From an optimization exercise on the open Yosys and OpenROAD flow, aimed at small area; shortcuts taken in it are not production practice.
The RTL was checked by simulation tests, not by an equivalence proof against the original design.
Power and IR drop assume default switching activity. The flow treats the clock pin as an ideal source, which a real chip does not have.

### design.v
package demosaic_frame_pkg;
    localparam int FRAME_WIDTH      = 16;    
    localparam int FRAME_HEIGHT     = 10;    
    localparam int MIN_HBLANK       = 4;     
    localparam int MIN_VBLANK_LINES = 3;     
    typedef enum logic [1:0] {
        RGGB = 2'd0,
        GRBG = 2'd1,
        GBRG = 2'd2,
        BGGR = 2'd3
    } bayer_pattern_e;
    localparam bayer_pattern_e BAYER_PATTERN = RGGB;
    localparam int WINDOW_LATENCY = 1;   
    localparam int PIPE_LATENCY   = 5;   
    typedef logic [$clog2(FRAME_HEIGHT + 2)-1:0] row_cnt_t;   
    typedef logic [$clog2(FRAME_WIDTH + 2)-1:0]  col_cnt_t;   
    typedef logic [$clog2(FRAME_WIDTH)-1:0]      col_addr_t;  
endpackage
package demosaic_pixel_pkg;
    localparam int PIX_BITS = 8;
    typedef logic [PIX_BITS-1:0]    pix_t;
    typedef logic [PIX_BITS+1:0]    pix_sum_t;    
    typedef logic [4*PIX_BITS-1:0]  quad_pix_t;   
    typedef logic [25*PIX_BITS-1:0] window_t;     
    typedef enum logic [1:0] {
        SITE_R  = 2'd0,
        SITE_GR = 2'd1,    
        SITE_GB = 2'd2,    
        SITE_B  = 2'd3
    } site_e;
    function automatic logic [PIX_BITS-1:0] quad_pix(input quad_pix_t q, input integer k);
        quad_pix = q[k*PIX_BITS +: PIX_BITS];
    endfunction
    function automatic logic [PIX_BITS-1:0] avg2(input pix_t a, input pix_t b);
        pix_sum_t s;
        s = pix_sum_t'(a) + pix_sum_t'(b);
        avg2 = s[PIX_BITS:1];               
    endfunction
    function automatic logic [PIX_BITS-1:0] avg4(input quad_pix_t q);
        pix_sum_t s;
        s = pix_sum_t'(quad_pix(q, 0)) + pix_sum_t'(quad_pix(q, 1))
          + pix_sum_t'(quad_pix(q, 2)) + pix_sum_t'(quad_pix(q, 3));
        avg4 = s[PIX_BITS+1:2];             
    endfunction
endpackage
`timescale 1ns/1ps
module isp_demosaic (
    input  logic pclk,
    input  logic rst_n,
    input  logic in_vsync,
    input  logic in_href,
    input  demosaic_pixel_pkg::pix_t in_raw,
    output logic out_href,
    output logic out_vsync,
    output demosaic_pixel_pkg::pix_t out_r,
    output demosaic_pixel_pkg::pix_t out_g,
    output demosaic_pixel_pkg::pix_t out_b
);
localparam int D  = 6;     
localparam int SR = 48;    
localparam int GF = 8;     
function automatic logic [8:0] add8(input logic [7:0] a, input logic [7:0] b, input logic cin);
    logic c;
    c = cin;
    for (int i = 0; i < 8; i++) begin
        add8[i] = a[i] ^ b[i] ^ c;
        c = (a[i] & b[i]) | (a[i] & c) | (b[i] & c);
    end
    add8[8] = c;
endfunction
function automatic logic [9:0] add9(input logic [8:0] a, input logic [8:0] b, input logic cin);
    logic c;
    c = cin;
    for (int i = 0; i < 9; i++) begin
        add9[i] = a[i] ^ b[i] ^ c;
        c = (a[i] & b[i]) | (a[i] & c) | (b[i] & c);
    end
    add9[9] = c;
endfunction
function automatic logic [10:0] add10(input logic [9:0] a, input logic [9:0] b, input logic cin);
    logic c;
    c = cin;
    for (int i = 0; i < 10; i++) begin
        add10[i] = a[i] ^ b[i] ^ c;
        c = (a[i] & b[i]) | (a[i] & c) | (b[i] & c);
    end
    add10[10] = c;
endfunction
function automatic logic [17:0] gsel(input logic [7:0] l, input logic [7:0] r,
                                     input logic [7:0] u, input logic [7:0] d);
    logic [8:0] sh, sv, eh, ev;
    logic [7:0] dh, dv;
    logic       lt, gt;
    sh = add8(l, r, 1'b0);
    sv = add8(u, d, 1'b0);
    eh = add8(l, ~r, 1'b1);        
    ev = add8(u, ~d, 1'b1);
    dh = eh[8] ? eh[7:0] : -eh[7:0];
    dv = ev[8] ? ev[7:0] : -ev[7:0];
    lt = dh < dv;
    gt = dv < dh;
    gsel = {gt ? sv : sh, lt ? sh : sv};    
endfunction
function automatic logic [7:0] clamp_sub(input logic [8:0] p, input logic [7:0] m);
    logic [10:0] d;
    d = add10({1'b0, p}, {2'b11, ~m}, 1'b1);    
    clamp_sub = d[9] ? 8'h00 : d[8] ? 8'hff : d[7:0];
endfunction
logic [7:0] raw_d [1:D];
logic [D:1] hr_d;
logic [D:1] vs_d;
always_ff @(posedge pclk) begin
    raw_d[1] <= in_raw;
    for (int k = 2; k <= D; k++)
        raw_d[k] <= raw_d[k-1];
    hr_d <= {hr_d[D-1:1], in_href};
end
always_ff @(posedge pclk or negedge rst_n) begin
    if (!rst_n) begin
        vs_d <= '0;
    end else begin
        vs_d <= {vs_d[D-1:1], in_vsync};
    end
end
assign out_vsync = vs_d[D];
logic       vsi, hri;
logic [7:0] rawi;
assign vsi  = vs_d[D];
assign hri  = hr_d[D];
assign rawi = raw_d[D];
logic       active;
logic [3:0] row_cnt;     
logic [4:0] col_cnt;     
logic       flush_row, line_end, slot, shift;
assign flush_row = row_cnt[3] & row_cnt[1];           
assign line_end  = col_cnt[4] & col_cnt[0];           
assign slot      = active & (hri | col_cnt[4] | flush_row);
assign shift     = slot & ~col_cnt[4];
logic       mcol;        
always_ff @(posedge pclk or negedge rst_n) begin
    if (!rst_n) begin
        active  <= 1'b0;
        row_cnt <= '0;
        col_cnt <= '0;
        mcol    <= 1'b1;
    end else if (vsi) begin
        active  <= 1'b1;
        row_cnt <= '0;
        col_cnt <= '0;
        mcol    <= 1'b1;
    end else if (slot) begin
        mcol <= mcol ^ ~line_end;
        if (line_end) begin
            col_cnt <= '0;
            if (row_cnt == 4'd11) begin
                row_cnt <= '0;
                active  <= 1'b0;
            end else
                row_cnt <= row_cnt + 1'b1;
        end else
            col_cnt <= col_cnt + 1'b1;
    end
end
logic [7:0] sr [1:SR];
logic [7:0] tap [0:SR];
always_ff @(posedge pclk) begin
    if (shift) begin
        sr[1] <= rawi;
        for (int k = 2; k <= SR; k++)
            sr[k] <= sr[k-1];
    end
end
always_comb begin
    tap[0] = rawi;
    for (int k = 1; k <= SR; k++)
        tap[k] = sr[k];
end
logic [7:0] g_in [4];
logic [7:0] g_new, g_top;
logic [7:0] gf [1:GF];    
logic       gf_shift;
logic [8:0] v0, v1, v2, v3;   
logic [8:0] k0, k1, k2;       
logic [17:0] xy;
logic [9:0]  t4, cs_s;
logic [10:0] cs_c, tot;
always_comb begin
    if (mcol) begin       
        g_in[0] = tap[33]; g_in[1] = tap[31]; g_in[2] = tap[48]; g_in[3] = tap[16];
    end else begin        
        g_in[0] = tap[17]; g_in[1] = tap[15]; g_in[2] = tap[32]; g_in[3] = tap[0];
    end
    xy    = gsel(g_in[0], g_in[1], g_in[2], g_in[3]);
    g_top = gf[GF];
    t4 = mcol ? 10'd0 : {g_top, 2'b00};
    for (int i = 0; i < 10; i++) begin
        logic xi, yi;
        xi = (i < 9) ? xy[9 + i] : 1'b0;
        yi = (i < 9) ? xy[i] : 1'b0;
        cs_s[i]     = xi ^ yi ^ t4[i];
        cs_c[i + 1] = (xi & yi) | (xi & t4[i]) | (yi & t4[i]);
    end
    cs_c[0] = 1'b0;
    tot   = {1'b0, cs_s} + cs_c;
    v0    = tot[10:2];
    g_new = tot[9:2];
end
assign gf_shift = shift & mcol & (col_cnt != 5'd15);
always_ff @(posedge pclk) begin
    if (gf_shift) begin
        gf[1] <= g_new;
        for (int k = 2; k <= GF; k++)
            gf[k] <= gf[k-1];
    end
end
assign k0 = mcol ? {tap[32], 1'b0} : add8(tap[48], tap[16], 1'b0);
logic [9:0] a0, a1;
logic [7:0] rawc0;
always_comb begin
    rawc0 = tap[33];
    a0    = add9(k0, k2, 1'b0);
end
always_ff @(posedge pclk) begin
    v1 <= v0;
    v2 <= v1;
    v3 <= v2;
    k1 <= k0;
    k2 <= k1;
    a1 <= a0;
end
logic       valid, border;
logic [1:0] site;         
logic       valid1, border1;
logic [1:0] site1;
logic [7:0] rawc1;
assign valid  = slot & (row_cnt >= 4'd2) & (|col_cnt) & ~line_end;
assign border = (row_cnt < 4'd4) | flush_row | (col_cnt < 5'd3) | (col_cnt >= 5'd15);
assign site   = {row_cnt[0], ~col_cnt[0]};
always_ff @(posedge pclk or negedge rst_n) begin
    if (!rst_n)
        valid1 <= 1'b0;
    else
        valid1 <= valid;
end
always_ff @(posedge pclk) begin
    border1 <= border;
    site1   <= site;
    rawc1   <= rawc0;
end
logic       cgreen;
logic [7:0] g_c;
logic [9:0] w;
logic [7:0] ch1, ch2;
assign cgreen = site1[0] ^ site1[1];
always_comb begin
    w   = add9(v1, v3, 1'b0);                 
    g_c = cgreen ? rawc1 : v2[7:0];
    ch1 = clamp_sub(add8(g_c, a1[9:2], 1'b0), cgreen ? w[8:1] : w[9:2]);
    ch2 = clamp_sub(add8(rawc1, k2[8:1], 1'b0), v2[8:1]);    
end
assign out_href = valid1;
always_comb begin
    if (!valid1) begin
        out_r = '0;
        out_g = '0;
        out_b = '0;
    end else if (border1) begin
        out_r = rawc1;
        out_g = rawc1;
        out_b = rawc1;
    end else begin
        case (site1)
            2'd0: begin out_r = rawc1; out_g = g_c;   out_b = ch1;   end
            2'd1: begin out_r = ch1;   out_g = rawc1; out_b = ch2;   end
            2'd2: begin out_r = ch2;   out_g = rawc1; out_b = ch1;   end
            default: begin out_r = ch1; out_g = g_c;  out_b = rawc1; end
        endcase
    end
end
endmodule
### run.sh
#!/bin/bash
# synth_recipe.tcl (not shown) runs the flow's synth.tcl, then flattens the netlist and writes it again
# the make line also repeats each setting of config.mk as NAME=value (left out here)
make -C /OpenROAD-flow-scripts/flow DESIGN_CONFIG=/design/flow/config.mk WORK_HOME=/design/flow/orfs CLKGATE_MAP_FILE= SYNTH_SCRIPT=/design/flow/synth_recipe.tcl finish
### config.mk
export PLATFORM = sky130hd
export DESIGN_NAME = isp_demosaic
export DESIGN_NICKNAME = isp_demosaic
export VERILOG_FILES = /design/flow/design.v
export SDC_FILE = /design/flow/constraint.sdc
export NUM_CORES = 4
export LEC_CHECK = 0
export CAP_MARGIN = 20
export CORE_MARGIN = 2
export CORE_UTILIZATION = 40
export CTS_BUF_LIST = sky130_fd_sc_hd__clkbuf_16
export CTS_CLUSTER_DIAMETER = 100
export CTS_CLUSTER_SIZE = 30
export SLEW_MARGIN = 20
### constraint.sdc
create_clock -name core_clock -period 8.0 [get_ports {pclk}]
set_input_delay 1.6000 -clock core_clock [delete_from_list [all_inputs] [get_ports {pclk}]]
set_output_delay 1.6000 -clock core_clock [all_outputs]
set_load 0.01 [all_outputs]
==> reports/summary.txt, run 1 <==
Post-synth EDFFs: 448
design area: 23600 sq um
Hold Path End: raw_d[2][7]
largest net degree at the start of global routing: 213
Syn Nets: 1316
Unique masters post-synth: 56
Port Buffers: 37
Fmax: 128 MHz
GRT overflow: 0
Hold Slack: 331 ps
RSZ-0062 raised after global routing: yes
vias: 9104
worst skew pair latency: 580 ps
capture point of the worst reg-to-reg path: v1[7]
fraction of layout cells with a size suffix above 1: 10.1%
post-route ant nets: 0
critical path arrival: 6210 ps
fin util: 44.8%
Layout Nets: 1392
worst r2r src: mcol
skew final: 25.0 ps
Crit. End Element: output pin
mapped cell area: 21300 sq um
Worst Path Max Fanout: 8
Max-Cap Viols: 0
share of the synthesized area in the top cell type: 63.2%
DP HPWL: 21100 um
max-slew violation count: 0
area growth from synthesis to layout: 10.7%
initial antenna violation count: 3
Setup CP Type: flop to output pin
Synth Instances: 1179
status: timing/DRC/antenna clean
IO Pins: 38
ranking of synthesized cells by area: edfxtp_1 (63%), dfxtp_1 (11%), fa_1 (8.1%)
nature of the critical path startpoint: flop
fillers: 4582
first-pass GRT wire length: 50600 um
CTS tree: yes
total track usage: 11.4%
final setup vio count: 0
core area: 52600 sq um
PD cells: 356 nW/um^2
Worst-Margin Slew: 1030 ps
CTS H-tree depth: 1
sequential area share after synthesis: 76.5%
R2R Setup Slk: 390 ps
Detailed Route WL: 31900 um
Initial Utilization: 40.5%
min cycle time layout: 7810 ps
GP Congestion: 0.825
most frequent cells in the layout: edfxtp_1 (448), inv_1 (141), dfxtp_1 (115)
row count: 84
CTS clk-pin slew, worst paths: 100 ps
clock sink count: 584
most common cell after layout, fill and taps aside: edfxtp_1
total CTS buffers: 23
Clock Tree Root: clkbuf_16
post-DR wirelength/cell: 16.3 um
die area: 55000 sq um
Hold/Removal Path Class: flop to flop
# diodes: 0
ys async rst share: 3.08%
Via density: 4.65
worst reg2reg path depth: 33
Hold Startpoint: raw_d[1][7]
initial DRC count: 741
post-placement cell area: 22700 sq um
DIE WIDTH: 235 um
Pleak: 8.97 nW
ys flop type: edfxtp_1
Yosys top cell by area: edfxtp_1
Worst slew margin: 31.1%
vias in the first global route: 9116
Yosys warnings: 6
Hold Vio Cnt, Final: 0
FF+latch count, synth: 584
DR pass1 iterations: 5
die height: 235 um
Avg Cell Area, Syn: 18.0 sq um
Crit path required time: 6400 ps
Tcrit/Tclk final: 97.6%
drc violations: 0
hold path cells: 0
worst vdd ir: 0.283 mV
Max Root-Sink Buffers: 3
# hold bufs at CTS: 0
==> per-stage QoR <==
stage | setup TNS, ps | setup slack [ps] | cells | total power, W
final | 0 | 189 | 1959 | 0.00838
after detailed placement | 0 | 30.8 | 1911 | 0.00678
after global routing | -49.5 | -28.2 | 1959 | 0.00900
after global placement | 0 | 62.9 | 1911 | 0.00672
after CTS | 0 | 9.79 | 1952 | 0.00831
after floorplan | 0 | 107 | 1179 | 0.00592
==> critical path, stage by stage, from the launching register on <==
cell and delay (ps):
dfxtp_2 340, inv_1 70, ha_4 290, mux2_2 350
ha_1 180, inv_1 70, fa_1 420, fa_2 420
fa_2 380, fa_2 420, fa_2 370, fa_2 350
fa_2 400, fa_2 430, ha_4 350, a21oi_1 100
a22oi_1 200, nand2_1 70, o211a_1 180, clkdlybuf4s15_1 240
==> routing by layer <==
| metal | vias to the layer above | share of wire, % | track usage [%] |
|---|---|---|---|
| li1 | 4319 | - | - |
| met1 | 4616 | 50 | 17.6 |
| met2 | 136 | 45 | 17.2 |
| met3 | 33 | 3.2 | 1.72 |
| met4 | 0 | 1.6 | 2.15 |
| met5 | - | 0 | 0 |
==> registers in the layout (all words and copies together) (netlist names), 2 cells and up <==
register and flops:
a1 8, col_cnt 5, gf 64, hr_d 6, k1 9, k2 9
raw_d 48, rawc1 8, row_cnt 4, site1 2, sr 384, v1 9
v2 9, v3 9, vs_d 6
==> timing repair <==
item                       in CTS  in global routing
setup endpoints to repair      16                 23
resized for setup              28                 38
pin swaps                       0                 17
setup buffers                   0                  6
==> worst max path at each step <==
stage / startpoint / end / slack [ps] / cells after the start
floorplan: mcol / gf[1][7] / 110 / 30
global placement: site1[0] / out_b[4] / 60 / 21
detailed placement: site1[0] / out_b[4] / 30 / 21
CTS: site1[1] / out_b[4] / 10 / 21
global route: mcol / v1[7] / -30 / 31
finish: site1[0] / out_b[4] / 190 / 19
==> report_power, final <==
part           internal, W  switching, W
Clock             0.000542      0.000844
Combinational      0.00151       0.00171
Sequential         0.00366      0.000116
==> cell usage after synthesis, types with 2 or more instances <==
cell type,n
a21o_1,5
a21oi_1,30
a221oi_1,8
a22oi_1,9
and2_1,4
and3_1,2
buf_1,4
clkbuf_1,16
dfrtp_1,17
dfxtp_1,118
edfxtp_1,448
fa_1,86
ha_1,39
inv_1,125
mux2_2,15
mux2i_1,50
nand2_1,43
nand2b_1,10
nand3_1,7
nand3b_1,2
nand4_1,5
nor2_1,31
nor2b_1,12
nor3_1,5
nor4_1,2
o211a_1,8
o21a_1,4
o21ai_0,21
o31ai_1,5
o41ai_1,2
xnor2_1,11
xor2_1,11
==> final cells by class <==
cell class | instances | area, sq um | area share, %
Sequential cell | 584 | 16300 | 69.1
Multi-Input combinational cell | 447 | 4600 | 19.6
Tap cell | 688 | 861 | 3.66
Timing Repair Buffer | 74 | 673 | 2.86
Clock buffer | 23 | 576 | 2.44
Inverter | 125 | 469 | 1.99
Clock inverter | 18 | 96.3 | 0.409
==> cells by family after synthesis <==
group | after synthesis | synth area share (%)
xor gates and xnor gates | 23 | 0.982
buffers and inverters | 148 | 2.66
adders and majority gates | 125 | 10.4
muxes | 65 | 3.15
and+or+nand+nor | 129 | 2.90
DFF | 584 | 76.5
AOI/OAI and AO/OA | 105 | 3.46
==> run 2: changes to the inputs <==
==> flow/run.sh (new file) <==
#!/bin/bash
# Own flow: the standard layout (standard synthesis unchanged), with plain
# buf_1 cells as the port buffers and no dummy loads in the clock tree.
set -euo pipefail
bash standard.sh \
  "BUFFER_PORTS_ARGS=-buffer_cell sky130_fd_sc_hd__buf_1" \
  "CTS_ARGS=-sink_clustering_enable -repair_clock_nets -buf_list sky130_fd_sc_hd__clkbuf_16 -sink_clustering_size 30 -sink_clustering_max_diameter 100 -dont_use_dummy_load" \
  finish > standard.log 2>&1
==> standard.sh (new file) <==
#!/bin/bash
# synth_recipe.tcl (not shown) runs the flow's synth.tcl, then flattens the netlist and writes it again
# the make line also repeats each setting of config.mk as NAME=value (left out here)
make -C /OpenROAD-flow-scripts/flow DESIGN_CONFIG=/design/flow/config.mk WORK_HOME=/design/flow/orfs CLKGATE_MAP_FILE= SYNTH_SCRIPT=/design/flow/synth_recipe.tcl "${@:-finish}"
removed: run.sh
==> run 2 against run 1 <==
  * Clock power decreased by 4%
  * Hold slack lost 18 ps
  * Combinational power decreased by 5%
  * Utilization shrank 0.94 points
  * Total power fell by 2.8%
  * Sequential cell count stayed put
  * Design area decreased by 2.1%
  * Sequential power barely moved
  * Fmax is 0.54% higher
  * Area after synthesis unchanged
  * Wire length is 0.60% higher
  * Worst setup slack better by 42 ps
  * Largest power group unchanged
  * Highest routed layer unchanged
==> reports/summary.txt, run 2 <==
die height: 235 um (unchanged)
skew final: 42.1 ps (+17.1 ps)
Synth top cells by count: edfxtp_1 (448), inv_1 (125), dfxtp_1 (118)
complex-gate fraction of the synthesized area: 3.46% (unchanged)
fraction of layout cells with a size suffix above 1: 8.09% (-2.1 points)
Layout Nets: 1375 (-1.2%)
Worst slew margin: 32.1% (+1.0 points)
area growth from synthesis to layout: 8.39%
CTS H-tree depth: 1 (unchanged)
Yosys top cell by area: edfxtp_1
count leader, synth: edfxtp_1
ranking of synthesized cells by area: edfxtp_1 (63%), dfxtp_1 (11%), fa_1 (8.1%)
capture point of the worst reg-to-reg path: gf[1][6]
Detailed Route WL: 32100 um (+0.60%)
Worst Path Max Fanout: 8 (unchanged)
R2R Setup Slk: 270 ps (-120 ps)
Avg Cell Area, Syn: 18.0 sq um (unchanged)
FF+latch count, synth: 584 (unchanged)
Yosys warnings: 6 (unchanged)
nature of the critical path startpoint: flop
worst skew pair latency: 570 ps (about the same)
CTS tree: yes
Post-Synth XOR/XNOR Area: 0.982% (unchanged)
sequential area share after synthesis: 76.5% (unchanged)
vias: 9075 (-0.32%)
status: timing/DRC/antenna clean
non-filler cells in the finished layout: 1924 (-1.8%)
# placed instances: 1892 (-0.99%)
Setup CP Type: flop to output pin
Post-synth EDFFs: 448 (unchanged)
setup TNS: 0 ps (unchanged)
ys async rst share: 3.08% (unchanged)
total track usage: 11.5% (+0.099 points)
DIE WIDTH: 235 um (unchanged)
most frequent cells in the layout: edfxtp_1 (448), inv_1 (125), dfxtp_1 (116)
Port Buffers: 37 (unchanged)
# diodes: 0 (unchanged)
Clock Tree Root: clkbuf_16
PD cells: 354 nW/um^2 (-0.68%)
post-synthesis simple-gate area fraction: 2.90% (unchanged)
DP HPWL: 21600 um (+2.3%)
Hold Path End: raw_d[2][1]
Synth Instances: 1179 (unchanged)
total CTS buffers: 23 (unchanged)
post-route ant nets: 0 (unchanged)
CTS clk-pin slew, worst paths: 100 ps (about the same)
Syn Nets: 1316 (unchanged)
min cycle time layout: 7770 ps (-41.6 ps)
Hold/Removal Path Class: flop to flop
post-synthesis mux area share: 3.15% (unchanged)
max-slew violation count: 0 (unchanged)
first-pass GRT wire length: 50500 um (about the same)
worst reg2reg path depth: 27 (-18%)
row count: 84 (unchanged)
ys flop type: edfxtp_1
Hold Vio Cnt, Final: 0 (unchanged)
max FFs per register: 384 (unchanged)
largest net degree at the start of global routing: 192 (-9.9%)
initial antenna violation count: 3 (unchanged)
IO Pins: 38 (unchanged)
mapped cell area: 21300 sq um (unchanged)
hold path cells: 0 (unchanged)
Pleak: 8.66 nW (-3.4%)
worst vdd ir: 0.341 mV (+20%)
Initial Utilization: 40.5% (unchanged)
main combinational cell family by area after synthesis: adder cells
Tcrit/Tclk final: 97.1% (-0.52 points)
core area: 52600 sq um (unchanged)
DR pass1 iterations: 5 (unchanged)
Crit path required time: 6400 ps (about the same)
fin util: 43.9% (-0.94 points)
Crit. End Element: output pin
share of the synthesized area in the top cell type: 63.2% (unchanged)
Max-Cap Viols: 0 (unchanged)
Synth Area in Adders: 10.4% (unchanged)
critical path arrival: 6170 ps (-40 ps)
GRT overflow: 0 (unchanged)
worst r2r src: mcol
post-DR wirelength/cell: 16.7 um (+2.4%)
Reg with most FFs: sr
Unique masters post-synth: 56 (unchanged)
vias in the first global route: 9142 (+0.29%)
top flop regs: sr x384, gf x64, raw_d x48
drc violations: 0 (unchanged)
die area: 55000 sq um (unchanged)
Max Root-Sink Buffers: 3 (unchanged)
Fmax: 129 MHz (+0.54%)
clock sink count: 584 (unchanged)
Hold Startpoint: raw_d[1][1]
initial DRC count: 692 (-6.6%)
final setup vio count: 0 (unchanged)
Via density: 4.72 (+1.5%)
most common cell after layout, fill and taps aside: edfxtp_1
Worst-Margin Slew: 1010 ps (-15.0 ps)
GP Congestion: 0.812 (-1.5%)
-- run 2: cells by family (layout without fill, tap and decap cells) --
family,Yosys count,in the layout
adder cells (fa/ha/maj),125,125
flip-flops,584,584
AO/OA/AOI/OAI,105,105
buffers and inverters,148,205
multiplexers,65,65
AND/OR/NAND/NOR,129,129
XOR/XNOR,23,23
-- run 2: worst max-delay path, cell delays in order (launching register included) --
cell and delay, ps:
dfxtp_2 360, inv_1 80, ha_4 310, mux2_2 360
ha_1 180, inv_1 70, fa_1 450, fa_1 450
fa_1 390, fa_1 400, fa_1 420, fa_2 350
fa_1 390, fa_2 370, ha_4 350, a21oi_1 100
a22oi_1 180, nand2_1 70, o211a_1 190, buf_2 150
-- run 2: timing repair --
item | in CTS | in global routing
hold buffers | 0 | 0
endpoints found under the setup margin | 18 | 25
gates cloned | 0 | 0
setup buffers | 1 | 8
gates resized for setup | 12 | 22
pin swaps | 1 | 3
endpoints found under the hold margin | 0 | 0
-- run 2: report_power, final --
| group | switching (W) | internal (W) | total (W) |
|---|---|---|---|
| sequential | 0.000114 | 0.00366 | 0.00378 |
| clock | 0.000809 | 0.000520 | 0.00133 |
| combinational | 0.00170 | 0.00134 | 0.00305 |
| total | 0.00263 | 0.00552 | 0.00815 |
-- run 2: per-stage QoR --
stage                     setup WS (ps)  instance area, sq um  total power (W)  hold slack, ps
after floorplan                     107                 21300          0.00592             310
after global placement              187                 22300          0.00654             310
after detailed placement          -54.2                 22300          0.00661             312
after CTS                          35.3                 22900          0.00806             318
after global routing              -41.9                 23100          0.00871             318
final                               230                 23100          0.00815             313
-- run 2: worst max path at each step --
| stage | startpoint | endpoint | slack (ps) | cells past startpoint |
|---|---|---|---|---|
| after global routing | mcol | gf[1][6] | -40 | 27 |
| after global placement | mcol | gf[1][7] | 190 | 29 |
| after CTS | site1[1] | out_b[4] | 40 | 21 |
| after floorplan | mcol | gf[1][7] | 110 | 30 |
| after detailed placement | mcol | gf[1][7] | -50 | 29 |
| final | site1[0] | out_b[4] | 230 | 19 |
-- run 2: area by class of cell --
class,instances,area (sq um)
multi-input cells,447,4580
inverters,125,469
fillers,4574,29500
clock buffers,23,576
well taps,688,861
repair buffers,57,308
flip-flops and latches,584,16300
-- run 2: layer usage --
layer / up-vias / GRT usage (%) / wire length (um)
met1: 4645 / 17.6 / 16100
met3: 44 / 1.57 / 1020
met2: 121 / 17.6 / 14300
li1: 4265 / - / -
met5: - / 0 / 0
met4: 0 / 2.44 / 654

-- re-timing with driven ports --
No port has a modelled driver above. Below, the same layouts with a new extraction and two added sets of constraints. Step 1: set_driving_cell puts a clkbuf_16 on pclk and a buf_2 on each other input, an assumption about the parent block. Step 2, shift: input delay + t, output delay - t, t = (earliest + latest rising clock arrival at the registers) / 2. This alone moves slack from input paths to output paths. Three values: no drivers, after step 1, after step 2; two values: the first two.
run | shift t [ns] | slack for setup (ns) | worst hold slack (ns) | worst setup path at the end
run 1 | 0.620 | 0.189 / 0.137 / 0.386 | 0.331 / 0.331 / 0.331 | register to register
run 2 | 0.607 | 0.230 / 0.177 / 0.267 | 0.313 / 0.313 / 0.313 | register to register
After both steps every run listed still meets setup and hold.
